This is an optimization exercise on Yosys and OpenROAD, whose aim is small area, not a production implementation. For this run, only the layout was checked, not whether the RTL still works.

--- design.v ---
`default_nettype none
package fft_peak_detect_pkg;
  localparam int FPD_DATA_W = 16;
  localparam int FPD_IDX_W  = 10;
  typedef enum logic [1:0] {
    ST_IDLE   = 2'd0,
    ST_ACCUM  = 2'd1,
    ST_DRAIN  = 2'd2,
    ST_REPORT = 2'd3
  } fpd_state_e;
endpackage
`default_nettype wire
`default_nettype none
module fft_mag2_pipe
#(
  parameter int DATA_W = fft_peak_detect_pkg::FPD_DATA_W
) (
  input  logic [DATA_W-1:0]     in_re,
  input  logic [DATA_W-1:0]     in_im,
  output logic [2*DATA_W-1:0]   out_pow
);
  wire [15:0] a = in_re;
  wire [15:0] b = in_im;
  wire w0 = a[0] & a[1];
  wire w1 = a[0] & a[2];
  wire w2 = a[0] & a[3];
  wire w3 = a[0] & a[4];
  wire w4 = a[0] & a[5];
  wire w5 = a[0] & a[6];
  wire w6 = a[0] & a[7];
  wire w7 = a[0] & a[8];
  wire w8 = a[0] & a[9];
  wire w9 = a[0] & a[10];
  wire w10 = a[0] & a[11];
  wire w11 = a[0] & a[12];
  wire w12 = a[0] & a[13];
  wire w13 = a[0] & a[14];
  wire w14 = ~(a[15] & a[0]);
  wire w15 = a[1] & a[2];
  wire w16 = a[1] & a[3];
  wire w17 = a[1] & a[4];
  wire w18 = a[1] & a[5];
  wire w19 = a[1] & a[6];
  wire w20 = a[1] & a[7];
  wire w21 = a[1] & a[8];
  wire w22 = a[1] & a[9];
  wire w23 = a[1] & a[10];
  wire w24 = a[1] & a[11];
  wire w25 = a[1] & a[12];
  wire w26 = a[1] & a[13];
  wire w27 = a[1] & a[14];
  wire w28 = ~(a[15] & a[1]);
  wire w29 = a[2] & a[3];
  wire w30 = a[2] & a[4];
  wire w31 = a[2] & a[5];
  wire w32 = a[2] & a[6];
  wire w33 = a[2] & a[7];
  wire w34 = a[2] & a[8];
  wire w35 = a[2] & a[9];
  wire w36 = a[2] & a[10];
  wire w37 = a[2] & a[11];
  wire w38 = a[2] & a[12];
  wire w39 = a[2] & a[13];
  wire w40 = a[2] & a[14];
  wire w41 = ~(a[15] & a[2]);
  wire w42 = a[3] & a[4];
  wire w43 = a[3] & a[5];
  wire w44 = a[3] & a[6];
  wire w45 = a[3] & a[7];
  wire w46 = a[3] & a[8];
  wire w47 = a[3] & a[9];
  wire w48 = a[3] & a[10];
  wire w49 = a[3] & a[11];
  wire w50 = a[3] & a[12];
  wire w51 = a[3] & a[13];
  wire w52 = a[3] & a[14];
  wire w53 = ~(a[15] & a[3]);
  wire w54 = a[4] & a[5];
  wire w55 = a[4] & a[6];
  wire w56 = a[4] & a[7];
  wire w57 = a[4] & a[8];
  wire w58 = a[4] & a[9];
  wire w59 = a[4] & a[10];
  wire w60 = a[4] & a[11];
  wire w61 = a[4] & a[12];
  wire w62 = a[4] & a[13];
  wire w63 = a[4] & a[14];
  wire w64 = ~(a[15] & a[4]);
  wire w65 = a[5] & a[6];
  wire w66 = a[5] & a[7];
  wire w67 = a[5] & a[8];
  wire w68 = a[5] & a[9];
  wire w69 = a[5] & a[10];
  wire w70 = a[5] & a[11];
  wire w71 = a[5] & a[12];
  wire w72 = a[5] & a[13];
  wire w73 = a[5] & a[14];
  wire w74 = ~(a[15] & a[5]);
  wire w75 = a[6] & a[7];
  wire w76 = a[6] & a[8];
  wire w77 = a[6] & a[9];
  wire w78 = a[6] & a[10];
  wire w79 = a[6] & a[11];
  wire w80 = a[6] & a[12];
  wire w81 = a[6] & a[13];
  wire w82 = a[6] & a[14];
  wire w83 = ~(a[15] & a[6]);
  wire w84 = a[7] & a[8];
  wire w85 = a[7] & a[9];
  wire w86 = a[7] & a[10];
  wire w87 = a[7] & a[11];
  wire w88 = a[7] & a[12];
  wire w89 = a[7] & a[13];
  wire w90 = a[7] & a[14];
  wire w91 = ~(a[15] & a[7]);
  wire w92 = a[8] & a[9];
  wire w93 = a[8] & a[10];
  wire w94 = a[8] & a[11];
  wire w95 = a[8] & a[12];
  wire w96 = a[8] & a[13];
  wire w97 = a[8] & a[14];
  wire w98 = ~(a[15] & a[8]);
  wire w99 = a[9] & a[10];
  wire w100 = a[9] & a[11];
  wire w101 = a[9] & a[12];
  wire w102 = a[9] & a[13];
  wire w103 = a[9] & a[14];
  wire w104 = ~(a[15] & a[9]);
  wire w105 = a[10] & a[11];
  wire w106 = a[10] & a[12];
  wire w107 = a[10] & a[13];
  wire w108 = a[10] & a[14];
  wire w109 = ~(a[15] & a[10]);
  wire w110 = a[11] & a[12];
  wire w111 = a[11] & a[13];
  wire w112 = a[11] & a[14];
  wire w113 = ~(a[15] & a[11]);
  wire w114 = a[12] & a[13];
  wire w115 = a[12] & a[14];
  wire w116 = ~(a[15] & a[12]);
  wire w117 = a[13] & a[14];
  wire w118 = ~(a[15] & a[13]);
  wire w119 = ~(a[15] & a[14]);
  wire w120 = b[0] & b[1];
  wire w121 = b[0] & b[2];
  wire w122 = b[0] & b[3];
  wire w123 = b[0] & b[4];
  wire w124 = b[0] & b[5];
  wire w125 = b[0] & b[6];
  wire w126 = b[0] & b[7];
  wire w127 = b[0] & b[8];
  wire w128 = b[0] & b[9];
  wire w129 = b[0] & b[10];
  wire w130 = b[0] & b[11];
  wire w131 = b[0] & b[12];
  wire w132 = b[0] & b[13];
  wire w133 = b[0] & b[14];
  wire w134 = ~(b[15] & b[0]);
  wire w135 = b[1] & b[2];
  wire w136 = b[1] & b[3];
  wire w137 = b[1] & b[4];
  wire w138 = b[1] & b[5];
  wire w139 = b[1] & b[6];
  wire w140 = b[1] & b[7];
  wire w141 = b[1] & b[8];
  wire w142 = b[1] & b[9];
  wire w143 = b[1] & b[10];
  wire w144 = b[1] & b[11];
  wire w145 = b[1] & b[12];
  wire w146 = b[1] & b[13];
  wire w147 = b[1] & b[14];
  wire w148 = ~(b[15] & b[1]);
  wire w149 = b[2] & b[3];
  wire w150 = b[2] & b[4];
  wire w151 = b[2] & b[5];
  wire w152 = b[2] & b[6];
  wire w153 = b[2] & b[7];
  wire w154 = b[2] & b[8];
  wire w155 = b[2] & b[9];
  wire w156 = b[2] & b[10];
  wire w157 = b[2] & b[11];
  wire w158 = b[2] & b[12];
  wire w159 = b[2] & b[13];
  wire w160 = b[2] & b[14];
  wire w161 = ~(b[15] & b[2]);
  wire w162 = b[3] & b[4];
  wire w163 = b[3] & b[5];
  wire w164 = b[3] & b[6];
  wire w165 = b[3] & b[7];
  wire w166 = b[3] & b[8];
  wire w167 = b[3] & b[9];
  wire w168 = b[3] & b[10];
  wire w169 = b[3] & b[11];
  wire w170 = b[3] & b[12];
  wire w171 = b[3] & b[13];
  wire w172 = b[3] & b[14];
  wire w173 = ~(b[15] & b[3]);
  wire w174 = b[4] & b[5];
  wire w175 = b[4] & b[6];
  wire w176 = b[4] & b[7];
  wire w177 = b[4] & b[8];
  wire w178 = b[4] & b[9];
  wire w179 = b[4] & b[10];
  wire w180 = b[4] & b[11];
  wire w181 = b[4] & b[12];
  wire w182 = b[4] & b[13];
  wire w183 = b[4] & b[14];
  wire w184 = ~(b[15] & b[4]);
  wire w185 = b[5] & b[6];
  wire w186 = b[5] & b[7];
  wire w187 = b[5] & b[8];
  wire w188 = b[5] & b[9];
  wire w189 = b[5] & b[10];
  wire w190 = b[5] & b[11];
  wire w191 = b[5] & b[12];
  wire w192 = b[5] & b[13];
  wire w193 = b[5] & b[14];
  wire w194 = ~(b[15] & b[5]);
  wire w195 = b[6] & b[7];
  wire w196 = b[6] & b[8];
  wire w197 = b[6] & b[9];
  wire w198 = b[6] & b[10];
  wire w199 = b[6] & b[11];
  wire w200 = b[6] & b[12];
  wire w201 = b[6] & b[13];
  wire w202 = b[6] & b[14];
  wire w203 = ~(b[15] & b[6]);
  wire w204 = b[7] & b[8];
  wire w205 = b[7] & b[9];
  wire w206 = b[7] & b[10];
  wire w207 = b[7] & b[11];
  wire w208 = b[7] & b[12];
  wire w209 = b[7] & b[13];
  wire w210 = b[7] & b[14];
  wire w211 = ~(b[15] & b[7]);
  wire w212 = b[8] & b[9];
  wire w213 = b[8] & b[10];
  wire w214 = b[8] & b[11];
  wire w215 = b[8] & b[12];
  wire w216 = b[8] & b[13];
  wire w217 = b[8] & b[14];
  wire w218 = ~(b[15] & b[8]);
  wire w219 = b[9] & b[10];
  wire w220 = b[9] & b[11];
  wire w221 = b[9] & b[12];
  wire w222 = b[9] & b[13];
  wire w223 = b[9] & b[14];
  wire w224 = ~(b[15] & b[9]);
  wire w225 = b[10] & b[11];
  wire w226 = b[10] & b[12];
  wire w227 = b[10] & b[13];
  wire w228 = b[10] & b[14];
  wire w229 = ~(b[15] & b[10]);
  wire w230 = b[11] & b[12];
  wire w231 = b[11] & b[13];
  wire w232 = b[11] & b[14];
  wire w233 = ~(b[15] & b[11]);
  wire w234 = b[12] & b[13];
  wire w235 = b[12] & b[14];
  wire w236 = ~(b[15] & b[12]);
  wire w237 = b[13] & b[14];
  wire w238 = ~(b[15] & b[13]);
  wire w239 = ~(b[15] & b[14]);
  wire w240 = w10 ^ w23;
  wire w241 = w10 & w23;
  wire w242, w243;
  assign {w243, w242} = w12 + w25 + w37;
  wire w244 = w48 ^ w58;
  wire w245 = w48 & w58;
  wire w246, w247;
  assign {w247, w246} = w13 + w26 + w38;
  wire w248 = w49 ^ w59;
  wire w249 = w49 & w59;
  wire w250, w251;
  assign {w251, w250} = w14 + w27 + w39;
  wire w252, w253;
  assign {w253, w252} = w50 + w60 + w69;
  wire w254, w255;
  assign {w255, w254} = w77 + w84 + a[8];
  wire w256 = w134 ^ w147;
  wire w257 = w134 & w147;
  wire w258, w259;
  assign {w259, w258} = w28 + w40 + w51;
  wire w260, w261;
  assign {w261, w260} = w61 + w70 + w78;
  wire w262, w263;
  assign {w263, w262} = w85 + w148 + w160;
  wire w264, w265;
  assign {w265, w264} = w41 + w52 + w62;
  wire w266, w267;
  assign {w267, w266} = w71 + w79 + w86;
  wire w268, w269;
  assign {w269, w268} = w92 + a[9] + w161;
  wire w270, w271;
  assign {w271, w270} = w53 + w63 + w72;
  wire w272, w273;
  assign {w273, w272} = w64 + w73 + w81;
  wire w274 = w6 ^ w19;
  wire w275 = w6 & w19;
  wire w276, w277;
  assign {w277, w276} = w8 + w21 + w33;
  wire w278 = w44 ^ w54;
  wire w279 = w44 & w54;
  wire w280, w281;
  assign {w281, w280} = w9 + w22 + w34;
  wire w282 = w45 ^ w55;
  wire w283 = w45 & w55;
  wire w284, w285;
  assign {w285, w284} = w35 + w46 + w56;
  wire w286, w287;
  assign {w287, w286} = w65 + a[6] + w130;
  wire w288, w289;
  assign {w289, w288} = w143 + w155 + w166;
  wire w290, w291;
  assign {w291, w290} = w11 + w24 + w36;
  wire w292, w293;
  assign {w293, w292} = w47 + w57 + w66;
  wire w294, w295;
  assign {w295, w294} = w131 + w144 + w156;
  wire w296 = w167 ^ w177;
  wire w297 = w167 & w177;
  wire w298, w299;
  assign {w299, w298} = w67 + w75 + a[7];
  wire w300, w301;
  assign {w301, w300} = w132 + w145 + w157;
  wire w302, w303;
  assign {w303, w302} = w168 + w178 + w187;
  wire w304, w305;
  assign {w305, w304} = w195 + b[7] + w242;
  wire w306, w307;
  assign {w307, w306} = w68 + w76 + w133;
  wire w308, w309;
  assign {w309, w308} = w146 + w158 + w169;
  wire w310, w311;
  assign {w311, w310} = w179 + w188 + w196;
  wire w312, w313;
  assign {w313, w312} = w246 + w248 + w243;
  wire w314, w315;
  assign {w315, w314} = w159 + w170 + w180;
  wire w316, w317;
  assign {w317, w316} = w189 + w197 + w204;
  wire w318, w319;
  assign {w319, w318} = b[8] + w250 + w252;
  wire w320, w321;
  assign {w321, w320} = w254 + w256 + w247;
  wire w322, w323;
  assign {w323, w322} = w171 + w181 + w190;
  wire w324, w325;
  assign {w325, w324} = w198 + w205 + 1'b1;
  wire w326, w327;
  assign {w327, w326} = w258 + w260 + w262;
  wire w328, w329;
  assign {w329, w328} = w251 + w253 + w255;
  wire w330, w331;
  assign {w331, w330} = w172 + w182 + w191;
  wire w332, w333;
  assign {w333, w332} = w199 + w206 + w212;
  wire w334, w335;
  assign {w335, w334} = b[9] + w264 + w266;
  wire w336, w337;
  assign {w337, w336} = w268 + w259 + w261;
  wire w338, w339;
  assign {w339, w338} = w80 + w87 + w93;
  wire w340, w341;
  assign {w341, w340} = w173 + w183 + w192;
  wire w342, w343;
  assign {w343, w342} = w200 + w207 + w213;
  wire w344, w345;
  assign {w345, w344} = w270 + w265 + w267;
  wire w346, w347;
  assign {w347, w346} = w88 + w94 + w99;
  wire w348, w349;
  assign {w349, w348} = a[10] + w184 + w193;
  wire w350, w351;
  assign {w351, w350} = w201 + w208 + w214;
  wire w352, w353;
  assign {w353, w352} = w219 + b[10] + w272;
  wire w354, w355;
  assign {w355, w354} = w74 + w82 + w89;
  wire w356, w357;
  assign {w357, w356} = w95 + w100 + w194;
  wire w358, w359;
  assign {w359, w358} = w202 + w209 + w215;
  wire w360, w361;
  assign {w361, w360} = w83 + w90 + w96;
  wire w362, w363;
  assign {w363, w362} = w101 + w105 + a[11];
  wire w364, w365;
  assign {w365, w364} = w203 + w210 + w216;
  wire w366, w367;
  assign {w367, w366} = w91 + w97 + w102;
  wire w368, w369;
  assign {w369, w368} = w98 + w103 + w107;
  wire w370, w371;
  assign {w371, w370} = w4 + w17 + w29;
  wire w372 = w5 ^ w18;
  wire w373 = w5 & w18;
  wire w374, w375;
  assign {w375, w374} = w31 + w42 + a[4];
  wire w376, w377;
  assign {w377, w376} = w126 + w139 + w151;
  wire w378, w379;
  assign {w379, w378} = w7 + w20 + w32;
  wire w380, w381;
  assign {w381, w380} = w43 + w127 + w140;
  wire w382 = w152 ^ w163;
  wire w383 = w152 & w163;
  wire w384, w385;
  assign {w385, w384} = a[5] + w128 + w141;
  wire w386, w387;
  assign {w387, w386} = w153 + w164 + w174;
  wire w388, w389;
  assign {w389, w388} = b[5] + w276 + w278;
  wire w390, w391;
  assign {w391, w390} = w129 + w142 + w154;
  wire w392, w393;
  assign {w393, w392} = w165 + w175 + w280;
  wire w394, w395;
  assign {w395, w394} = w282 + w277 + w279;
  wire w396, w397;
  assign {w397, w396} = w176 + w185 + b[6];
  wire w398, w399;
  assign {w399, w398} = w240 + w284 + w286;
  wire w400, w401;
  assign {w401, w400} = w288 + w281 + w283;
  wire w402, w403;
  assign {w403, w402} = w186 + w241 + w290;
  wire w404, w405;
  assign {w405, w404} = w292 + w294 + w296;
  wire w406, w407;
  assign {w407, w406} = w285 + w287 + w289;
  wire w408, w409;
  assign {w409, w408} = w244 + w298 + w300;
  wire w410, w411;
  assign {w411, w410} = w302 + w304 + w291;
  wire w412, w413;
  assign {w413, w412} = w293 + w295 + w297;
  wire w414, w415;
  assign {w415, w414} = w245 + w306 + w308;
  wire w416, w417;
  assign {w417, w416} = w310 + w312 + w299;
  wire w418, w419;
  assign {w419, w418} = w301 + w303 + w305;
  wire w420, w421;
  assign {w421, w420} = w249 + w314 + w316;
  wire w422, w423;
  assign {w423, w422} = w318 + w320 + w307;
  wire w424, w425;
  assign {w425, w424} = w309 + w311 + w313;
  wire w426, w427;
  assign {w427, w426} = w257 + w322 + w324;
  wire w428, w429;
  assign {w429, w428} = w326 + w328 + w315;
  wire w430, w431;
  assign {w431, w430} = w317 + w319 + w321;
  wire w432, w433;
  assign {w433, w432} = w263 + w330 + w332;
  wire w434, w435;
  assign {w435, w434} = w334 + w336 + w323;
  wire w436, w437;
  assign {w437, w436} = w325 + w327 + w329;
  wire w438, w439;
  assign {w439, w438} = w269 + w338 + w340;
  wire w440, w441;
  assign {w441, w440} = w342 + w344 + w331;
  wire w442, w443;
  assign {w443, w442} = w333 + w335 + w337;
  wire w444, w445;
  assign {w445, w444} = w271 + w346 + w348;
  wire w446, w447;
  assign {w447, w446} = w350 + w352 + w339;
  wire w448, w449;
  assign {w449, w448} = w341 + w343 + w345;
  wire w450, w451;
  assign {w451, w450} = w220 + w273 + w354;
  wire w452, w453;
  assign {w453, w452} = w356 + w358 + w347;
  wire w454, w455;
  assign {w455, w454} = w349 + w351 + w353;
  wire w456, w457;
  assign {w457, w456} = w221 + w225 + b[11];
  wire w458, w459;
  assign {w459, w458} = w360 + w362 + w364;
  wire w460, w461;
  assign {w461, w460} = w355 + w357 + w359;
  wire w462, w463;
  assign {w463, w462} = w106 + w211 + w217;
  wire w464, w465;
  assign {w465, w464} = w222 + w226 + w366;
  wire w466, w467;
  assign {w467, w466} = w361 + w363 + w365;
  wire w468, w469;
  assign {w469, w468} = w110 + a[12] + w218;
  wire w470, w471;
  assign {w471, w470} = w223 + w227 + w230;
  wire w472, w473;
  assign {w473, w472} = b[12] + w368 + w367;
  wire w474, w475;
  assign {w475, w474} = w104 + w108 + w111;
  wire w476, w477;
  assign {w477, w476} = w224 + w228 + w231;
  wire w478, w479;
  assign {w479, w478} = w109 + w112 + w114;
  wire w480, w481;
  assign {w481, w480} = a[13] + w229 + w232;
  wire w482, w483;
  assign {w483, w482} = w2 + w15 + a[2];
  wire w484 = w3 ^ w16;
  wire w485 = w3 & w16;
  wire w486, w487;
  assign {w487, w486} = a[3] + w124 + w137;
  wire w488 = w149 ^ b[3];
  wire w489 = w149 & b[3];
  wire w490, w491;
  assign {w491, w490} = w30 + w125 + w138;
  wire w492, w493;
  assign {w493, w492} = w150 + w372 + w371;
  wire w494, w495;
  assign {w495, w494} = w162 + b[4] + w274;
  wire w496, w497;
  assign {w497, w496} = w374 + w376 + w373;
  wire w498, w499;
  assign {w499, w498} = w275 + w378 + w380;
  wire w500, w501;
  assign {w501, w500} = w382 + w375 + w377;
  wire w502, w503;
  assign {w503, w502} = w384 + w386 + w388;
  wire w504, w505;
  assign {w505, w504} = w379 + w381 + w383;
  wire w506, w507;
  assign {w507, w506} = w390 + w392 + w394;
  wire w508, w509;
  assign {w509, w508} = w385 + w387 + w389;
  wire w510, w511;
  assign {w511, w510} = w396 + w398 + w400;
  wire w512, w513;
  assign {w513, w512} = w391 + w393 + w395;
  wire w514, w515;
  assign {w515, w514} = w402 + w404 + w406;
  wire w516, w517;
  assign {w517, w516} = w397 + w399 + w401;
  wire w518, w519;
  assign {w519, w518} = w408 + w410 + w412;
  wire w520, w521;
  assign {w521, w520} = w403 + w405 + w407;
  wire w522, w523;
  assign {w523, w522} = w414 + w416 + w418;
  wire w524, w525;
  assign {w525, w524} = w409 + w411 + w413;
  wire w526, w527;
  assign {w527, w526} = w420 + w422 + w424;
  wire w528, w529;
  assign {w529, w528} = w415 + w417 + w419;
  wire w530, w531;
  assign {w531, w530} = w426 + w428 + w430;
  wire w532, w533;
  assign {w533, w532} = w421 + w423 + w425;
  wire w534, w535;
  assign {w535, w534} = w432 + w434 + w436;
  wire w536, w537;
  assign {w537, w536} = w427 + w429 + w431;
  wire w538, w539;
  assign {w539, w538} = w438 + w440 + w442;
  wire w540, w541;
  assign {w541, w540} = w433 + w435 + w437;
  wire w542, w543;
  assign {w543, w542} = w444 + w446 + w448;
  wire w544, w545;
  assign {w545, w544} = w439 + w441 + w443;
  wire w546, w547;
  assign {w547, w546} = w450 + w452 + w454;
  wire w548, w549;
  assign {w549, w548} = w445 + w447 + w449;
  wire w550, w551;
  assign {w551, w550} = w456 + w458 + w460;
  wire w552, w553;
  assign {w553, w552} = w451 + w453 + w455;
  wire w554, w555;
  assign {w555, w554} = w462 + w464 + w466;
  wire w556, w557;
  assign {w557, w556} = w457 + w459 + w461;
  wire w558, w559;
  assign {w559, w558} = w468 + w470 + w472;
  wire w560, w561;
  assign {w561, w560} = w463 + w465 + w467;
  wire w562, w563;
  assign {w563, w562} = w369 + w474 + w476;
  wire w564, w565;
  assign {w565, w564} = w469 + w471 + w473;
  wire w566, w567;
  assign {w567, w566} = w234 + b[13] + w478;
  wire w568, w569;
  assign {w569, w568} = w480 + w475 + w477;
  wire w570, w571;
  assign {w571, w570} = w113 + w115 + w233;
  wire w572, w573;
  assign {w573, w572} = w235 + w479 + w481;
  wire w574, w575;
  assign {w575, w574} = w116 + w117 + a[14];
  wire w576, w577;
  assign {w577, w576} = w236 + w237 + b[14];
  wire w578 = w0 ^ a[1];
  wire w579 = w0 & a[1];
  wire w580 = w122 ^ w135;
  wire w581 = w122 & w135;
  wire w582, w583;
  assign {w583, w582} = w123 + w136 + w484;
  wire w584, w585;
  assign {w585, w584} = w370 + w486 + w488;
  wire w586, w587;
  assign {w587, w586} = w490 + w492 + w487;
  wire w588, w589;
  assign {w589, w588} = w494 + w496 + w491;
  wire w590, w591;
  assign {w591, w590} = w498 + w500 + w495;
  wire w592, w593;
  assign {w593, w592} = w502 + w504 + w499;
  wire w594, w595;
  assign {w595, w594} = w506 + w508 + w503;
  wire w596, w597;
  assign {w597, w596} = w510 + w512 + w507;
  wire w598, w599;
  assign {w599, w598} = w514 + w516 + w511;
  wire w600, w601;
  assign {w601, w600} = w518 + w520 + w515;
  wire w602, w603;
  assign {w603, w602} = w522 + w524 + w519;
  wire w604, w605;
  assign {w605, w604} = w526 + w528 + w523;
  wire w606, w607;
  assign {w607, w606} = w530 + w532 + w527;
  wire w608, w609;
  assign {w609, w608} = w534 + w536 + w531;
  wire w610, w611;
  assign {w611, w610} = w538 + w540 + w535;
  wire w612, w613;
  assign {w613, w612} = w542 + w544 + w539;
  wire w614, w615;
  assign {w615, w614} = w546 + w548 + w543;
  wire w616, w617;
  assign {w617, w616} = w550 + w552 + w547;
  wire w618, w619;
  assign {w619, w618} = w554 + w556 + w551;
  wire w620, w621;
  assign {w621, w620} = w558 + w560 + w555;
  wire w622, w623;
  assign {w623, w622} = w562 + w564 + w559;
  wire w624, w625;
  assign {w625, w624} = w566 + w568 + w563;
  wire w626, w627;
  assign {w627, w626} = w570 + w572 + w567;
  wire w628, w629;
  assign {w629, w628} = w574 + w576 + w571;
  wire w630, w631;
  assign {w631, w630} = w118 + w238 + w575;
  wire w632, w633;
  assign {w633, w632} = w119 + a[15] + w239;
  wire w634 = w120 ^ b[1];
  wire w635 = w120 & b[1];
  wire w636, w637;
  assign {w637, w636} = w1 + w121 + w579;
  wire w638, w639;
  assign {w639, w638} = b[2] + w482 + w580;
  wire w640, w641;
  assign {w641, w640} = w483 + w582 + w581;
  wire w642, w643;
  assign {w643, w642} = w485 + w584 + w583;
  wire w644, w645;
  assign {w645, w644} = w489 + w586 + w585;
  wire w646, w647;
  assign {w647, w646} = w493 + w588 + w587;
  wire w648, w649;
  assign {w649, w648} = w497 + w590 + w589;
  wire w650, w651;
  assign {w651, w650} = w501 + w592 + w591;
  wire w652, w653;
  assign {w653, w652} = w505 + w594 + w593;
  wire w654, w655;
  assign {w655, w654} = w509 + w596 + w595;
  wire w656, w657;
  assign {w657, w656} = w513 + w598 + w597;
  wire w658, w659;
  assign {w659, w658} = w517 + w600 + w599;
  wire w660, w661;
  assign {w661, w660} = w521 + w602 + w601;
  wire w662, w663;
  assign {w663, w662} = w525 + w604 + w603;
  wire w664, w665;
  assign {w665, w664} = w529 + w606 + w605;
  wire w666, w667;
  assign {w667, w666} = w533 + w608 + w607;
  wire w668, w669;
  assign {w669, w668} = w537 + w610 + w609;
  wire w670, w671;
  assign {w671, w670} = w541 + w612 + w611;
  wire w672, w673;
  assign {w673, w672} = w545 + w614 + w613;
  wire w674, w675;
  assign {w675, w674} = w549 + w616 + w615;
  wire w676, w677;
  assign {w677, w676} = w553 + w618 + w617;
  wire w678, w679;
  assign {w679, w678} = w557 + w620 + w619;
  wire w680, w681;
  assign {w681, w680} = w561 + w622 + w621;
  wire w682, w683;
  assign {w683, w682} = w565 + w624 + w623;
  wire w684, w685;
  assign {w685, w684} = w569 + w626 + w625;
  wire w686, w687;
  assign {w687, w686} = w573 + w628 + w627;
  wire w688, w689;
  assign {w689, w688} = w577 + w630 + w629;
  wire w690, w691;
  assign {w691, w690} = b[15] + w632 + w631;
  wire [31:0] ra = {w633, w690, w688, w686, w684, w682, w680, w678, w676, w674, w672, w670, w668, w666, w664, w662, w660, w658, w656, w654, w652, w650, w648, w646, w644, w642, w640, w638, w636, w578, 1'b0, a[0]};
  wire [31:0] rb = {w691, w689, w687, w685, w683, w681, w679, w677, w675, w673, w671, w669, w667, w665, w663, w661, w659, w657, w655, w653, w651, w649, w647, w645, w643, w641, w639, w637, w635, w634, 1'b0, b[0]};
  wire w692 = ra[0] ^ rb[0];
  wire w693 = ra[0] & rb[0];
  wire w694, w695;
  assign {w695, w694} = ra[1] + rb[1] + w693;
  wire w696, w697;
  assign {w697, w696} = ra[2] + rb[2] + w695;
  wire w698, w699;
  assign {w699, w698} = ra[3] + rb[3] + w697;
  wire w700, w701;
  assign {w701, w700} = ra[4] + rb[4] + w699;
  wire w702, w703;
  assign {w703, w702} = ra[5] + rb[5] + w701;
  wire w704, w705;
  assign {w705, w704} = ra[6] + rb[6] + w703;
  wire w706, w707;
  assign {w707, w706} = ra[7] + rb[7] + w705;
  wire w708, w709;
  assign {w709, w708} = ra[8] + rb[8] + w707;
  wire w710, w711;
  assign {w711, w710} = ra[9] + rb[9] + w709;
  wire w712, w713;
  assign {w713, w712} = ra[10] + rb[10] + w711;
  wire w714, w715;
  assign {w715, w714} = ra[11] + rb[11] + w713;
  wire w716 = ra[12] & rb[12];
  wire w717 = ra[13] & rb[13];
  wire w718 = ra[14] & rb[14];
  wire w719 = ra[15] & rb[15];
  wire w720 = ra[16] & rb[16];
  wire w721 = ra[17] & rb[17];
  wire w722 = ra[18] & rb[18];
  wire w723 = ra[19] & rb[19];
  wire w724 = ra[20] & rb[20];
  wire w725 = ra[21] & rb[21];
  wire w726 = ra[22] & rb[22];
  wire w727 = ra[23] & rb[23];
  wire w728 = ra[24] & rb[24];
  wire w729 = ra[25] & rb[25];
  wire w730 = ra[26] & rb[26];
  wire w731 = ra[27] & rb[27];
  wire w732 = ra[28] & rb[28];
  wire w733 = ra[29] & rb[29];
  wire w734 = ra[30] & rb[30];
  wire w735 = ra[31] & rb[31];
  wire w736 = ra[12] ^ rb[12];
  wire w737 = ra[13] ^ rb[13];
  wire w738 = ra[14] ^ rb[14];
  wire w739 = ra[15] ^ rb[15];
  wire w740 = ra[16] ^ rb[16];
  wire w741 = ra[17] ^ rb[17];
  wire w742 = ra[18] ^ rb[18];
  wire w743 = ra[19] ^ rb[19];
  wire w744 = ra[20] ^ rb[20];
  wire w745 = ra[21] ^ rb[21];
  wire w746 = ra[22] ^ rb[22];
  wire w747 = ra[23] ^ rb[23];
  wire w748 = ra[24] ^ rb[24];
  wire w749 = ra[25] ^ rb[25];
  wire w750 = ra[26] ^ rb[26];
  wire w751 = ra[27] ^ rb[27];
  wire w752 = ra[28] ^ rb[28];
  wire w753 = ra[29] ^ rb[29];
  wire w754 = ra[30] ^ rb[30];
  wire w755 = ra[31] ^ rb[31];
  wire w756 = w716 | (w736 & w715);
  wire w757 = w717 | (w737 & w756);
  wire w758 = w737 & w736;
  wire w759 = w719 | (w739 & w718);
  wire w760 = w739 & w738;
  wire w761 = w721 | (w741 & w720);
  wire w762 = w741 & w740;
  wire w763 = w723 | (w743 & w722);
  wire w764 = w743 & w742;
  wire w765 = w725 | (w745 & w724);
  wire w766 = w745 & w744;
  wire w767 = w727 | (w747 & w726);
  wire w768 = w747 & w746;
  wire w769 = w729 | (w749 & w728);
  wire w770 = w749 & w748;
  wire w771 = w731 | (w751 & w730);
  wire w772 = w751 & w750;
  wire w773 = w733 | (w753 & w732);
  wire w774 = w753 & w752;
  wire w775 = w735 | (w755 & w734);
  wire w776 = w755 & w754;
  wire w777 = w759 | (w760 & w757);
  wire w778 = w760 & w758;
  wire w779 = w763 | (w764 & w761);
  wire w780 = w764 & w762;
  wire w781 = w767 | (w768 & w765);
  wire w782 = w768 & w766;
  wire w783 = w771 | (w772 & w769);
  wire w784 = w772 & w770;
  wire w785 = w775 | (w776 & w773);
  wire w786 = w776 & w774;
  wire w787 = w779 | (w780 & w777);
  wire w788 = w780 & w778;
  wire w789 = w783 | (w784 & w781);
  wire w790 = w784 & w782;
  wire w791 = w789 | (w790 & w787);
  wire w792 = w790 & w788;
  wire w793 = w781 | (w782 & w787);
  wire w794 = w782 & w788;
  wire w795 = w785 | (w786 & w791);
  wire w796 = w786 & w792;
  wire w797 = w761 | (w762 & w777);
  wire w798 = w762 & w778;
  wire w799 = w765 | (w766 & w787);
  wire w800 = w766 & w788;
  wire w801 = w769 | (w770 & w793);
  wire w802 = w770 & w794;
  wire w803 = w773 | (w774 & w791);
  wire w804 = w774 & w792;
  wire w805 = w718 | (w738 & w757);
  wire w806 = w738 & w758;
  wire w807 = w720 | (w740 & w777);
  wire w808 = w740 & w778;
  wire w809 = w722 | (w742 & w797);
  wire w810 = w742 & w798;
  wire w811 = w724 | (w744 & w787);
  wire w812 = w744 & w788;
  wire w813 = w726 | (w746 & w799);
  wire w814 = w746 & w800;
  wire w815 = w728 | (w748 & w793);
  wire w816 = w748 & w794;
  wire w817 = w730 | (w750 & w801);
  wire w818 = w750 & w802;
  wire w819 = w732 | (w752 & w791);
  wire w820 = w752 & w792;
  wire w821 = w734 | (w754 & w803);
  wire w822 = w754 & w804;
  wire w823 = w736 ^ w715;
  wire w824 = w737 ^ w756;
  wire w825 = w738 ^ w757;
  wire w826 = w739 ^ w805;
  wire w827 = w740 ^ w777;
  wire w828 = w741 ^ w807;
  wire w829 = w742 ^ w797;
  wire w830 = w743 ^ w809;
  wire w831 = w744 ^ w787;
  wire w832 = w745 ^ w811;
  wire w833 = w746 ^ w799;
  wire w834 = w747 ^ w813;
  wire w835 = w748 ^ w793;
  wire w836 = w749 ^ w815;
  wire w837 = w750 ^ w801;
  wire w838 = w751 ^ w817;
  wire w839 = w752 ^ w791;
  wire w840 = w753 ^ w819;
  wire w841 = w754 ^ w803;
  wire w842 = w755 ^ w821;
  assign out_pow = {w842, w841, w840, w839, w838, w837, w836, w835, w834, w833, w832, w831, w830, w829, w828, w827, w826, w825, w824, w823, w714, w712, w710, w708, w706, w704, w702, w700, w698, w696, w694, w692};
endmodule
`default_nettype wire
`default_nettype none
module fft_peak_detect
#(
  parameter int DATA_W = fft_peak_detect_pkg::FPD_DATA_W,
  parameter int FFT_N  = 1024,
  parameter int IDX_W  = fft_peak_detect_pkg::FPD_IDX_W
) (
  input  logic                sys_clk,
  input  logic                sys_rst,
  input  logic [DATA_W-1:0]   s_re,
  input  logic [DATA_W-1:0]   s_im,
  input  logic                s_valid,
  input  logic                s_last,
  output logic                s_ready,
  output logic [IDX_W-1:0]    peak_idx,
  output logic [2*DATA_W-1:0] peak_pow,
  output logic                peak_valid,
  output logic                frame_err,
  output logic                busy
);
  localparam int PW = 2 * DATA_W;
  logic             en_q, post_q, bad_q;
  logic [IDX_W-1:0] cnt_q;
  logic [IDX_W-2:0] run_idx_q, peak_idx_q;
  logic [PW-1:0]    run_pow_q, peak_pow_q;
  logic             w_accept, w_at_end, w_last, w_elig, w_first, w_hit, w_load;
  logic [PW-1:0]    w_pow;
  logic             w_gt;
  assign w_accept = s_valid & s_ready;
  assign w_at_end = &cnt_q;
  assign w_last   = w_accept & (s_last | w_at_end);
  assign w_elig   = ~cnt_q[IDX_W-1] & (|cnt_q);
  assign w_first  = (cnt_q == IDX_W'(1));
  fft_mag2_pipe #(.DATA_W(DATA_W)) u_mag2 (
    .in_re   (s_re),
    .in_im   (s_im),
    .out_pow (w_pow)
  );
  fft_peak_cmp #(.W(PW)) u_cmp (.a(w_pow), .b(run_pow_q), .gt(w_gt), .lt());
  assign w_hit  = w_accept & w_elig & (w_first | w_gt);
  assign w_load = post_q & (cnt_q == IDX_W'(FFT_N - 2)) & ~bad_q;
  always_ff @(posedge sys_clk) begin
    if (w_hit) begin
      run_pow_q <= w_pow;
      run_idx_q <= w_first ? (IDX_W-1)'(|{s_re, s_im}) : cnt_q[IDX_W-2:0];
    end
    if (!post_q) bad_q <= ~(s_last & w_at_end);
  end
  always_ff @(posedge sys_clk or negedge sys_rst) begin
    if (!sys_rst) begin
      en_q       <= 1'b0;
      post_q     <= 1'b0;
      cnt_q      <= '0;
      peak_idx_q <= '0;
      peak_pow_q <= '0;
    end else begin
      en_q <= 1'b1;
      if (w_last) begin
        post_q <= 1'b1;
        cnt_q  <= IDX_W'(FFT_N - 4);
      end else if (post_q | w_accept) begin
        cnt_q <= cnt_q + IDX_W'(1);
        if (w_at_end) post_q <= 1'b0;
      end
      if (w_load) begin
        peak_idx_q <= run_idx_q;
        peak_pow_q <= run_pow_q;
      end
    end
  end
  assign s_ready    = en_q & ~post_q;
  assign busy       = post_q | (|cnt_q);
  assign peak_valid = post_q & w_at_end & ~bad_q;
  assign frame_err  = post_q & w_at_end & bad_q;
  assign peak_idx   = {1'b0, peak_idx_q};
  assign peak_pow   = peak_pow_q;
endmodule
module fft_peak_cmp
#(
  parameter int W = 32
) (
  input  logic [W-1:0] a,
  input  logic [W-1:0] b,
  output logic         gt,
  output logic         lt
);
  if (W == 1) begin : g_leaf
    assign gt = a[0] & ~b[0];
    assign lt = b[0] & ~a[0];
  end else begin : g_node
    localparam int H = W / 2;
    logic gt_hi, lt_hi, gt_lo, lt_lo;
    fft_peak_cmp #(.W(W - H)) u_hi (.a(a[W-1:H]), .b(b[W-1:H]), .gt(gt_hi), .lt(lt_hi));
    fft_peak_cmp #(.W(H))     u_lo (.a(a[H-1:0]), .b(b[H-1:0]), .gt(gt_lo), .lt(lt_lo));
    assign gt = gt_hi | (~lt_hi & gt_lo);
    assign lt = lt_hi | (~gt_hi & lt_lo);
  end
endmodule
`default_nettype wire
--- flow/run.sh ---
#!/bin/bash
set -euo pipefail
RES=orfs/results/sky130hd/fft_peak_detect/base
bash standard.sh synth > synth.log 2>&1
cp $RES/1_2_yosys.v yosys_std.v
python3 flow/faflip.py yosys_std.v $RES/1_2_yosys.v > faflip.log 2>&1
rm -f $RES/1_synth.odb
export PRE_GLOBAL_PLACE_TCL="$PWD/flow/ports.tcl"
export CTS_ARGS="-sink_clustering_enable -repair_clock_nets -buf_list sky130_fd_sc_hd__clkbuf_8 -dont_use_dummy_load"
bash standard.sh > layout.log 2>&1
--- flow/faflip.py ---
#!/usr/bin/env python3
"""Netlist clean-up after synthesis; registers are left as they are.
  - synthesis buffers between cells are dropped;
  - full adders are flipped (FA is self-dual, FA(~a,~b,~c) = ~FA(a,b,c))
    so that inverters around them cancel, choosing the flips by cell area;
  - half adders whose inputs or outputs are inverted become xor/nor or
    xnor/nand gates, two-input gates absorb inverted inputs (De Morgan);
  - mux2 cells become a22o with one shared select inverter;
  - single-load inverters fold into the gate that drives them.

usage: faflip.py IN.v OUT.v
"""
import re, sys

PRE = 'sky130_fd_sc_hd__'
src = open(sys.argv[1]).read()

m = re.search(r'^module\s+(\w+)\s*\((.*?)\);', src, re.S | re.M)
ports = set(p.strip() for p in m.group(2).split(','))
inst_re = re.compile(r'^(\s*)(' + PRE + r'\w+)\s+(\S+)\s*\((.*?)\);\n', re.S | re.M)
pin_re = re.compile(r'\.(\w+)\(([^()]*)\)')

cells = {}   # name -> [type, {pin: net}]
order = []
first = None
for mm in inst_re.finditer(src):
    if first is None:
        first = mm.start()
    t, n, body = mm.group(2), mm.group(3), mm.group(4)
    pins = {p: v.strip() for p, v in pin_re.findall(body)}
    cells[n] = [t[len(PRE):], pins]
    order.append(n)
last = list(inst_re.finditer(src))[-1].end()
head, tail = src[:first], src[last:]
assert 'assign' not in tail and 'assign' not in head, 'assign statements not handled'

OUT = {'X', 'Y', 'Q', 'Q_N', 'SUM', 'COUT', 'HI', 'LO'}


def is_port_net(net):
    return net.split('[')[0].strip() in ports


def build():
    drv, loads = {}, {}
    for n, (t, pins) in cells.items():
        for p, v in pins.items():
            if p in OUT:
                drv[v] = (n, p)
            else:
                loads.setdefault(v, []).append((n, p))
    return drv, loads


cnt = [0]
newnets = []


def newnet():
    cnt[0] += 1
    nn = '_ff%d_' % cnt[0]
    newnets.append(nn)
    return nn


def new_inv(a, y):
    cnt[0] += 1
    nm = '_ffi%d_' % cnt[0]
    cells[nm] = ['inv_1', {'A': a, 'Y': y}]
    return nm


def is_inv(n):
    return n in cells and cells[n][0] in ('inv_1', 'clkinv_1')


def cleanup():
    """Remove inverters without loads, and bypass inverter pairs."""
    changed = True
    while changed:
        changed = False
        drv, loads = build()
        for n in list(cells):
            if n not in cells or not is_inv(n):
                continue
            y = cells[n][1]['Y']
            if not loads.get(y) and not is_port_net(y):
                del cells[n]
                changed = True
                continue
            a = cells[n][1]['A']
            d = drv.get(a)
            # inv -> inv: loads of the second may use the first's input.
            if d and is_inv(d[0]) and not is_port_net(y):
                orig = cells[d[0]][1]['A']
                for (ln, lp) in loads.get(y, []):
                    cells[ln][1][lp] = orig
                del cells[n]
                changed = True
                drv, loads = build()


def ninv():
    return sum(1 for n in cells if is_inv(n))


COMP = {'and2_1': 'nand2_1', 'nand2_1': 'and2_1', 'or2_1': 'nor2_1', 'nor2_1': 'or2_1',
        'xor2_1': 'xnor2_1', 'xnor2_1': 'xor2_1', 'and3_1': 'nand3_1', 'nand3_1': 'and3_1',
        'or3_1': 'nor3_1', 'nor3_1': 'or3_1', 'and4_1': 'nand4_1', 'nand4_1': 'and4_1',
        'or4_1': 'nor4_1', 'nor4_1': 'or4_1', 'inv_1': None}


def outpin(t):
    return 'X' if t.startswith(('and', 'or', 'xor', 'buf', 'clkbuf')) else 'Y'


def flip(f):
    drv, loads = build()
    t, pins = cells[f]
    for p in ('A', 'B', 'CIN'):
        v = pins[p]
        d = drv.get(v)
        if d and is_inv(d[0]):
            pins[p] = cells[d[0]][1]['A']
        elif (d and COMP.get(cells[d[0]][0]) and len(loads.get(v, [])) == 1
              and not is_port_net(v)):
            g = cells[d[0]]
            del g[1][outpin(g[0])]
            g[0] = COMP[g[0]]
            g[1][outpin(g[0])] = v
        else:
            # reuse an inverter of this net if there is one
            inv = [ln for (ln, lp) in loads.get(v, []) if is_inv(ln)]
            if inv:
                pins[p] = cells[inv[0]][1]['Y']
            else:
                nn = newnet()
                new_inv(v, nn)
                pins[p] = nn
    for p in ('SUM', 'COUT'):
        o = pins[p]
        on = newnet()
        pins[p] = on
        rest = []
        for (ln, lp) in loads.get(o, []):
            if is_inv(ln) and not is_port_net(cells[ln][1]['Y']):
                y = cells[ln][1]['Y']
                _, l2 = drv, loads
                for (mn, mp) in loads.get(y, []):
                    cells[mn][1][mp] = on
                del cells[ln]
            else:
                rest.append((ln, lp))
        if rest or is_port_net(o):
            new_inv(on, o)


import copy, random


def ha_fix():
    """HA(~x, ~y) = (x ^ y, ~(x | y)): xor2 + nor2, the same area, two inverters gone."""
    n_fixed = 0
    drv, loads = build()
    for n in list(cells):
        if n not in cells or cells[n][0] != 'ha_1':
            continue
        pins = cells[n][1]
        da, db = drv.get(pins['A']), drv.get(pins['B'])
        if not (da and db and is_inv(da[0]) and is_inv(db[0])):
            continue
        x, y = cells[da[0]][1]['A'], cells[db[0]][1]['A']
        del cells[n]
        cnt[0] += 1
        if 'SUM' in pins:
            cells['_ffx%d_' % cnt[0]] = ['xor2_1', {'A': x, 'B': y, 'X': pins['SUM']}]
        if 'COUT' in pins:
            cells['_ffn%d_' % cnt[0]] = ['nor2_1', {'A': x, 'B': y, 'Y': pins['COUT']}]
        n_fixed += 1
        drv, loads = build()
    cleanup()
    return n_fixed


AREA = {}
_cur = None
for _line in open('/OpenROAD-flow-scripts/flow/platforms/sky130hd/lib/sky130_fd_sc_hd__tt_025C_1v80.lib'):
    _m = re.match(r'\s*cell\s*\(\s*"?(\w+)"?\s*\)', _line)
    if _m:
        _cur = _m.group(1)
    _m = re.match(r'\s*area\s*:\s*([\d.]+)', _line)
    if _m and _cur:
        AREA[_cur[len(PRE):]] = float(_m.group(1))
        _cur = None


def cost():
    return sum(AREA[t] for t, _ in cells.values()) - 3.75 * free_invs()


def free_invs():
    """Inverters, not counting those that only feed half adders whose both
    inputs are inverted (ha_fix removes them)."""
    drv, loads = build()
    k = 0
    for n in cells:
        if not is_inv(n):
            continue
        ls = loads.get(cells[n][1]['Y'], [])
        free = bool(ls) and not is_port_net(cells[n][1]['Y'])
        for (ln, lp) in ls:
            if cells[ln][0] != 'ha_1':
                free = False
                break
            other = cells[ln][1]['B' if lp == 'A' else 'A']
            d = drv.get(other)
            if not (d and is_inv(d[0])):
                free = False
                break
        if free:
            k += 1
    return k


# Drop synthesis buffers between cells (placement repairs what needs it).
nbuf = 0
drv, loads = build()
for n in list(cells):
    t, pins = cells[n]
    if not (t.startswith('buf_') or t.startswith('clkbuf_')):
        continue
    a, x = pins['A'], pins['X']
    if is_port_net(x):
        continue
    for (ln, lp) in loads.get(x, []):
        cells[ln][1][lp] = a
    del cells[n]
    nbuf += 1
    drv, loads = build()
print('buffers removed:', nbuf, file=sys.stderr)
cleanup()
base = cost()
print('inverters at start:', ninv(), 'area', base, file=sys.stderr)
random.seed(1)
fas = [n for n in cells if cells[n][0] == 'fa_1']


def components():
    """Two-colour the full adders: an inverter between two adders asks for
    different colours. Returns [(members, colour)] per connected group."""
    drv, loads = build()
    adj = {f: [] for f in fas}
    for f in fas:
        for p in ('A', 'B', 'CIN'):
            v = cells[f][1][p]
            k = 0
            d = drv.get(v)
            while d and is_inv(d[0]):
                k += 1
                d = drv.get(cells[d[0]][1]['A'])
            if d and cells[d[0]][0] == 'fa_1':
                adj[f].append((d[0], k & 1))
                adj[d[0]].append((f, k & 1))
    col, comps = {}, []
    for f in fas:
        if f in col:
            continue
        col[f] = 0
        q, mem = [f], [f]
        while q:
            u = q.pop()
            for (w, par) in adj[u]:
                if w not in col:
                    col[w] = col[u] ^ par
                    q.append(w)
                    mem.append(w)
        comps.append(mem)
    return comps, col


comps, col = components()
print('adder groups:', len(comps), [len(c) for c in comps][:10], file=sys.stderr)
for mem in comps:
    results = []
    for want in (0, 1):
        save = copy.deepcopy(cells)
        for f in mem:
            if col[f] == want:
                flip(f)
                cleanup()
        results.append((cost(), want))
        cells.clear()
        cells.update(save)
    k, want = min(results)
    if k < base:
        for f in mem:
            if col[f] == want:
                flip(f)
                cleanup()
        base = cost()
print('after colouring:', ninv(), base, file=sys.stderr)
best = copy.deepcopy(cells)
best_k = base
for rnd in range(6):
    random.shuffle(fas)
    for f in fas:
        save = copy.deepcopy(cells)
        flip(f)
        cleanup()
        k = cost()
        # accept ties in the first rounds to leave local minima
        if k < base or (k == base and rnd < 3):
            base = k
        else:
            cells.clear()
            cells.update(save)
        if base < best_k:
            best_k = base
            best = copy.deepcopy(cells)
    print('round', rnd, 'inverters', ninv(), 'area', base, file=sys.stderr)
cells.clear()
cells.update(best)
print('inverters after flips:', ninv(), file=sys.stderr)
print('half adders on two inverted inputs rebuilt:', ha_fix(), 'inverters', ninv(), file=sys.stderr)

drv, loads = build()
for n in list(cells):
    t, pins = cells[n]
    if t != 'ha_1':
        continue
    if not loads.get(pins.get('SUM')) and not is_port_net(pins.get('SUM', '')):
        cells[n] = ['and2_1', {'A': pins['A'], 'B': pins['B'], 'X': pins['COUT']}]
    elif not loads.get(pins.get('COUT')) and not is_port_net(pins.get('COUT', '')):
        cells[n] = ['xor2_1', {'A': pins['A'], 'B': pins['B'], 'X': pins['SUM']}]

# Half adders whose outputs only feed inverters: split into gates of the
# inverted polarity (xnor2 / nand2) and drop the inverters.
n_hs = 0
for n in list(cells):
    if n not in cells or cells[n][0] != 'ha_1':
        continue
    drv, loads = build()
    pins = cells[n][1]
    def inv_only(net):
        ls = loads.get(net, [])
        return bool(ls) and not is_port_net(net) and all(is_inv(l) for l, _ in ls)
    so, co = pins.get('SUM'), pins.get('COUT')
    inv_s = so is not None and inv_only(so)
    inv_c = co is not None and inv_only(co)
    if not (inv_s or inv_c):
        continue
    save = copy.deepcopy(cells)
    base = cost()
    a, b = pins['A'], pins['B']
    del cells[n]
    cnt[0] += 1
    for (o, inv, pos, neg, op, on) in ((so, inv_s, 'xor2_1', 'xnor2_1', 'X', 'Y'),
                                        (co, inv_c, 'and2_1', 'nand2_1', 'X', 'Y')):
        if o is None:
            continue
        if inv:
            nn = newnet()
            for (l, _) in loads.get(o, []):
                y = cells[l][1]['Y']
                for (m, mp) in loads.get(y, []):
                    cells[m][1][mp] = nn
                del cells[l]
            cells['_ffh%d_%s' % (cnt[0], neg)] = [neg, {'A': a, 'B': b, on: nn}]
        else:
            cells['_ffh%d_%s' % (cnt[0], pos)] = [pos, {'A': a, 'B': b, op: o}]
    cleanup()
    if cost() < base - 0.01:
        n_hs += 1
    else:
        cells.clear()
        cells.update(save)
print('half adders split into inverted gates:', n_hs, 'inverters', ninv(), file=sys.stderr)

# De Morgan: two-input gates whose inputs come from inverters.
DM2 = {'and2_1': 'nor2_1', 'or2_1': 'nand2_1', 'nand2_1': 'or2_1', 'nor2_1': 'and2_1',
       'xor2_1': 'xor2_1', 'xnor2_1': 'xnor2_1'}
DM1 = {'xor2_1': 'xnor2_1', 'xnor2_1': 'xor2_1'}
n_dm = 0
base = cost()
for n in list(cells):
    if n not in cells or cells[n][0] not in DM2:
        continue
    drv, loads = build()
    t, pins = cells[n]
    ia = drv.get(pins['A'])
    ib = drv.get(pins['B'])
    ia = ia if ia and is_inv(ia[0]) else None
    ib = ib if ib and is_inv(ib[0]) else None
    if ia and ib:
        newt = DM2[t]
    elif (ia or ib) and t in DM1:
        newt = DM1[t]
    else:
        continue
    save = copy.deepcopy(cells)
    out = pins[outpin(t)]
    del pins[outpin(t)]
    if ia:
        pins['A'] = cells[ia[0]][1]['A']
    if ib:
        pins['B'] = cells[ib[0]][1]['A']
    cells[n][0] = newt
    pins[outpin(newt)] = out
    cleanup()
    k = cost()
    if k < base - 0.01:
        base = k
        n_dm += 1
    else:
        cells.clear()
        cells.update(save)
print('gates rewritten on inverted inputs:', n_dm, 'inverters', ninv(), file=sys.stderr)

# mux2 (11.3 um2) -> a22o (8.8 um2) with one shared inverter per select net.
n_mx = 0
drv, loads = build()
sel_inv = {}
for n in list(cells):
    t, pins = cells[n]
    if t not in ('mux2_1', 'mux2_2'):
        continue
    sl = pins['S']
    if sl not in sel_inv:
        inv = [ln for (ln, lp) in loads.get(sl, []) if is_inv(ln)]
        if inv:
            sel_inv[sl] = cells[inv[0]][1]['Y']
        else:
            nn = newnet()
            new_inv(sl, nn)
            sel_inv[sl] = nn
    cells[n] = ['a22o_1', {'A1': sl, 'A2': pins['A1'], 'B1': sel_inv[sl], 'B2': pins['A0'], 'X': pins['X']}]
    n_mx += 1
print('mux2 rebuilt as a22o:', n_mx, file=sys.stderr)

# Fold a single-load inverter into the simple gate that drives it.
folded = 0
drv, loads = build()
for n in list(cells):
    if n not in cells or not is_inv(n):
        continue
    a = cells[n][1]['A']
    d = drv.get(a)
    if not d or d[0] not in cells or is_port_net(a) or len(loads.get(a, [])) != 1:
        continue
    g = cells[d[0]]
    if g[0] not in COMP or COMP[g[0]] is None:
        continue
    outp = 'Y' if 'Y' in g[1] else 'X'
    newt = COMP[g[0]]
    newout = 'Y' if newt.startswith('n') or newt.startswith('xn') else 'X'
    if newt.startswith('xnor'):
        newout = 'Y'
    if newt.startswith('xor'):
        newout = 'X'
    y = cells[n][1]['Y']
    del g[1][outp]
    g[1][newout] = y
    g[0] = newt
    del cells[n]
    folded += 1
    drv, loads = build()
print('folded into gates:', folded, 'inverters left:', ninv(), file=sys.stderr)

# Write out.
used = set()
for t, pins in cells.values():
    used.update(pins.values())
decl = ''.join('  wire %s;\n' % w for w in newnets if w in used)
body = []
for n in order + [k for k in cells if k not in order]:
    if n not in cells:
        continue
    t, pins = cells[n]
    body.append('  %s%s %s (\n%s\n  );\n' % (PRE, t, n, ',\n'.join('    .%s(%s%s)' % (p, v, ' ' if v.startswith('\\') else '') for p, v in pins.items())))
open(sys.argv[2], 'w').write(head.rstrip(' ') + decl + ''.join(body) + tail)
--- flow/ports.tcl ---
# Port buffers: every input gets a sky130_fd_sc_hd__buf_2 (they fan out to many gates),
# outputs the smallest plain buffer.
rename buffer_ports my_orig_buffer_ports
proc buffer_ports {args} {
  my_orig_buffer_ports -inputs -buffer_cell sky130_fd_sc_hd__buf_2
  my_orig_buffer_ports -outputs -buffer_cell sky130_fd_sc_hd__buf_1
}
--- standard.sh ---
#!/bin/bash
# synth_recipe.tcl (not shown) runs the flow's synth.tcl, then flattens the netlist and writes it again
# the make line also repeats each setting of config.mk as NAME=value (left out here)
make -C /OpenROAD-flow-scripts/flow DESIGN_CONFIG=/design/flow/config.mk WORK_HOME=/design/flow/orfs CLKGATE_MAP_FILE= SYNTH_SCRIPT=/design/flow/synth_recipe.tcl "${@:-finish}"
--- config.mk ---
export PLATFORM = sky130hd
export DESIGN_NAME = fft_peak_detect
export DESIGN_NICKNAME = fft_peak_detect
export VERILOG_FILES = /design/flow/design.v
export SDC_FILE = /design/flow/constraint.sdc
export NUM_CORES = 4
export LEC_CHECK = 0
export CAP_MARGIN = 0
export CORE_MARGIN = 2
export CORE_UTILIZATION = 80
export CTS_BUF_LIST = sky130_fd_sc_hd__clkbuf_8
export GPL_TIMING_DRIVEN = 0
export SLEW_MARGIN = 0
--- constraint.sdc ---
create_clock -name core_clock -period 10.0 [get_ports {sys_clk}]
set_input_delay 2.0000 -clock core_clock [delete_from_list [all_inputs] [get_ports {sys_clk}]]
set_output_delay 2.0000 -clock core_clock [all_outputs]
set_load 0.01 [all_outputs]
==> summary.txt <==
## stage by stage
stage / TNS (ns) / setup slack (ns) / utilization
after floorplan: 0 / 0.03836 / -
after global placement: -44.83 / -1.096 / 0.8764
after detailed placement: -52.30 / -1.278 / 0.8781
after CTS: 0 / 0.004357 / 0.9005
after global routing: -9.163 / -0.2542 / 0.9185
final: -0.2221 / -0.02881 / 0.9187
## worst max path at each step
stage	start	end	cells past startpoint
after floorplan	s_re[1]	run_idx_q[0]	26
after global placement	s_re[2]	run_pow_q[2]	27
after detailed placement	s_re[2]	run_pow_q[2]	28
after CTS	s_re[2]	run_pow_q[31]	29
after global routing	s_im[5]	run_idx_q[3]	29
final	s_im[5]	run_idx_q[3]	29
## final cells by class
cell class / instances / area [µm²]
flip-flops and latches: 95 / 2587
repair buffers: 98 / 631.9
plain buffers: 1 / 7.507
well taps: 172 / 215.2
diodes: 1 / 2.502
fillers: 471 / 1035
clock buffers: 9 / 123.9
inverters: 70 / 262.8
multi-input cells: 776 / 7856
## metal layers
metal | vias up | routed length [µm] | track usage
met5 | - | 0 | 0
met4 | 0 | 2936 | 0.2775
met3 | 298 | 4280 | 0.1274
met2 | 862 | 15090 | 0.7227
met1 | 4260 | 9553 | 0.5426
li1 | 3279 | - | -
## sequential cells by signal, summed over array words and instances (netlist names)
register,count
bad_q,1
cnt_q,10
en_q,1
run_pow_q,32
post_q,1
peak_pow_q,32
run_idx_q,9
peak_idx_q,9
## timing repair
action | 4_1_cts | 5_1_grt
buffers inserted | 9 | 6
cloned | 3 | 0
pin swaps | 1 | 17
setup endpoints to repair | 41 | 41
resized for setup | 16 | 40
==> results.json <==
{
  "grt_max_degree": 54,
  "row_count": 41,
  "status": "failed layout checks",
  "crit_type": "in -> reg",
  "drt-initial-drc-count": 1167,
  "cp_top_family": "adder cells",
  "grt_usage": 0.4497,
  "dr.pass1.iters": 8,
  "setup_viol": 15,
  "dp_cells": 1193,
  "slowest_delay_ns": 0.62,
  "die_w_um": 118.8,
  "antenna_found_initial": 0,
  "postPlaceCellArea_um2": 11170,
  "min_from": "run_idx_q[1]",
  "grt_pass1_wl_mm": 47.84,
  "required_ns": 10.12,
  "holdPathEnd": "peak_idx_q[1]",
  "gp_congestion": 0.9077,
  "crit_path_top_delay_cell": "fa_2",
  "reg2reg_from": "cnt_q[4]",
  "critPathLaunchType": "input port",
  "viasPerCell": 7.119,
  "failed_checks": "negative setup slack",
  "ys_warn_count": 1,
  "setup_ws_ns": -0.02881,
  "ff2ff_setup_slack_ns": 7.09,
  "wl_mm": 31.86,
  "cts_htree_levels": 3,
  "synth_nets": 1207,
  "stdcell_count": 1222,
  "globalRouteOverflowTotal": 0,
  "cts-hold-fix-buffers": 0,
  "worst_path_most_repeated_cell": "fa_2",
  "hold_depth": 1,
  "antenna_left": 0,
  "dpl.hpwl_mm": 19.59,
  "syn_area_um2": 10540,
  "mostFrequentLayoutCells": "nand2_1, fa_1, inv_1, dfrtp_1, and2_1",
  "fin_nets": 1319,
  "drv_slew": 0,
  "cp-end-kind": "flip-flop",
  "layout_commonest_cell": "nand2_1",
  "clock_skew_ns": 0.03416,
  "area_growth_pct": 10.90,
  "clk_latency_ns": 0.37,
  "critPathBufInv": 4,
  "syn_avg_cell_area_um2": 11.22,
  "worstMarginPinSlew_ns": 0.8534,
  "drive_gt1_frac": 0.1010,
  "worstPathArrival_ns": 10.14,
  "cts_inserted_buffers": 9,
  "period_minus_slack_ns": 10.03,
  "grt_pass1_vias": 9455,
  "portBuffers": 80,
  "drcViolationCount": 0,
  "finalCritPeriodShare": 1.003,
  "final_cell_area_um2": 11690,
  "path_clk_slew_ns": 0.07,
  "core-area_um2": 12720,
  "synthCells": 939,
  "path_max_fanout": 17,
  "r2r.worst_path.cells": 8,
  "max_freq_mhz": 99.71,
  "wl_per_cell_um": 26.07,
  "cts_tree": "yes",
  "boundaryPins": 82,
  "max-cap-violations": 0,
  "hold_viol_final": 0,
  "start_util": 0.8284,
  "vias": 8699,
  "max-slew-margin-rel": 0.4299,
  "regToRegEndpoint": "peak_pow_q[27]",
  "holdWs_ns": 0.4858,
  "clock_path_buffers": 2,
  "hold_class": "reg -> reg",
  "die_area_um2": 14110,
  "cts_root_buf": "clkbuf_8",
  "numClockSinks": 95,
  "die_h_um": 118.8
}

[separate check: timing with driven ports]
In the flow no input, the clock included, has a driving cell. The finished layout below was timed again as built, in two steps.
Step 1 sets driving cells, clkbuf_16 on the clock port and buf_2 on the other inputs (assumed; they add their load-dependent delay and slew).
Step 2 times the ports against the registers' clock, not the clock port: input delays grow and output delays shrink by t, the midpoint of the rising clock arrivals with the driver on.
a / b / c = ideal ports / drivers / drivers and shift; a / b = the first two.
t (ns): 0.391
slack for setup (ns): -0.029 / -0.052 / -0.443
worst setup path after step 2: input to register
The setup slack of this run moves by -0.023 ns with the drivers and by -0.414 ns with both steps.
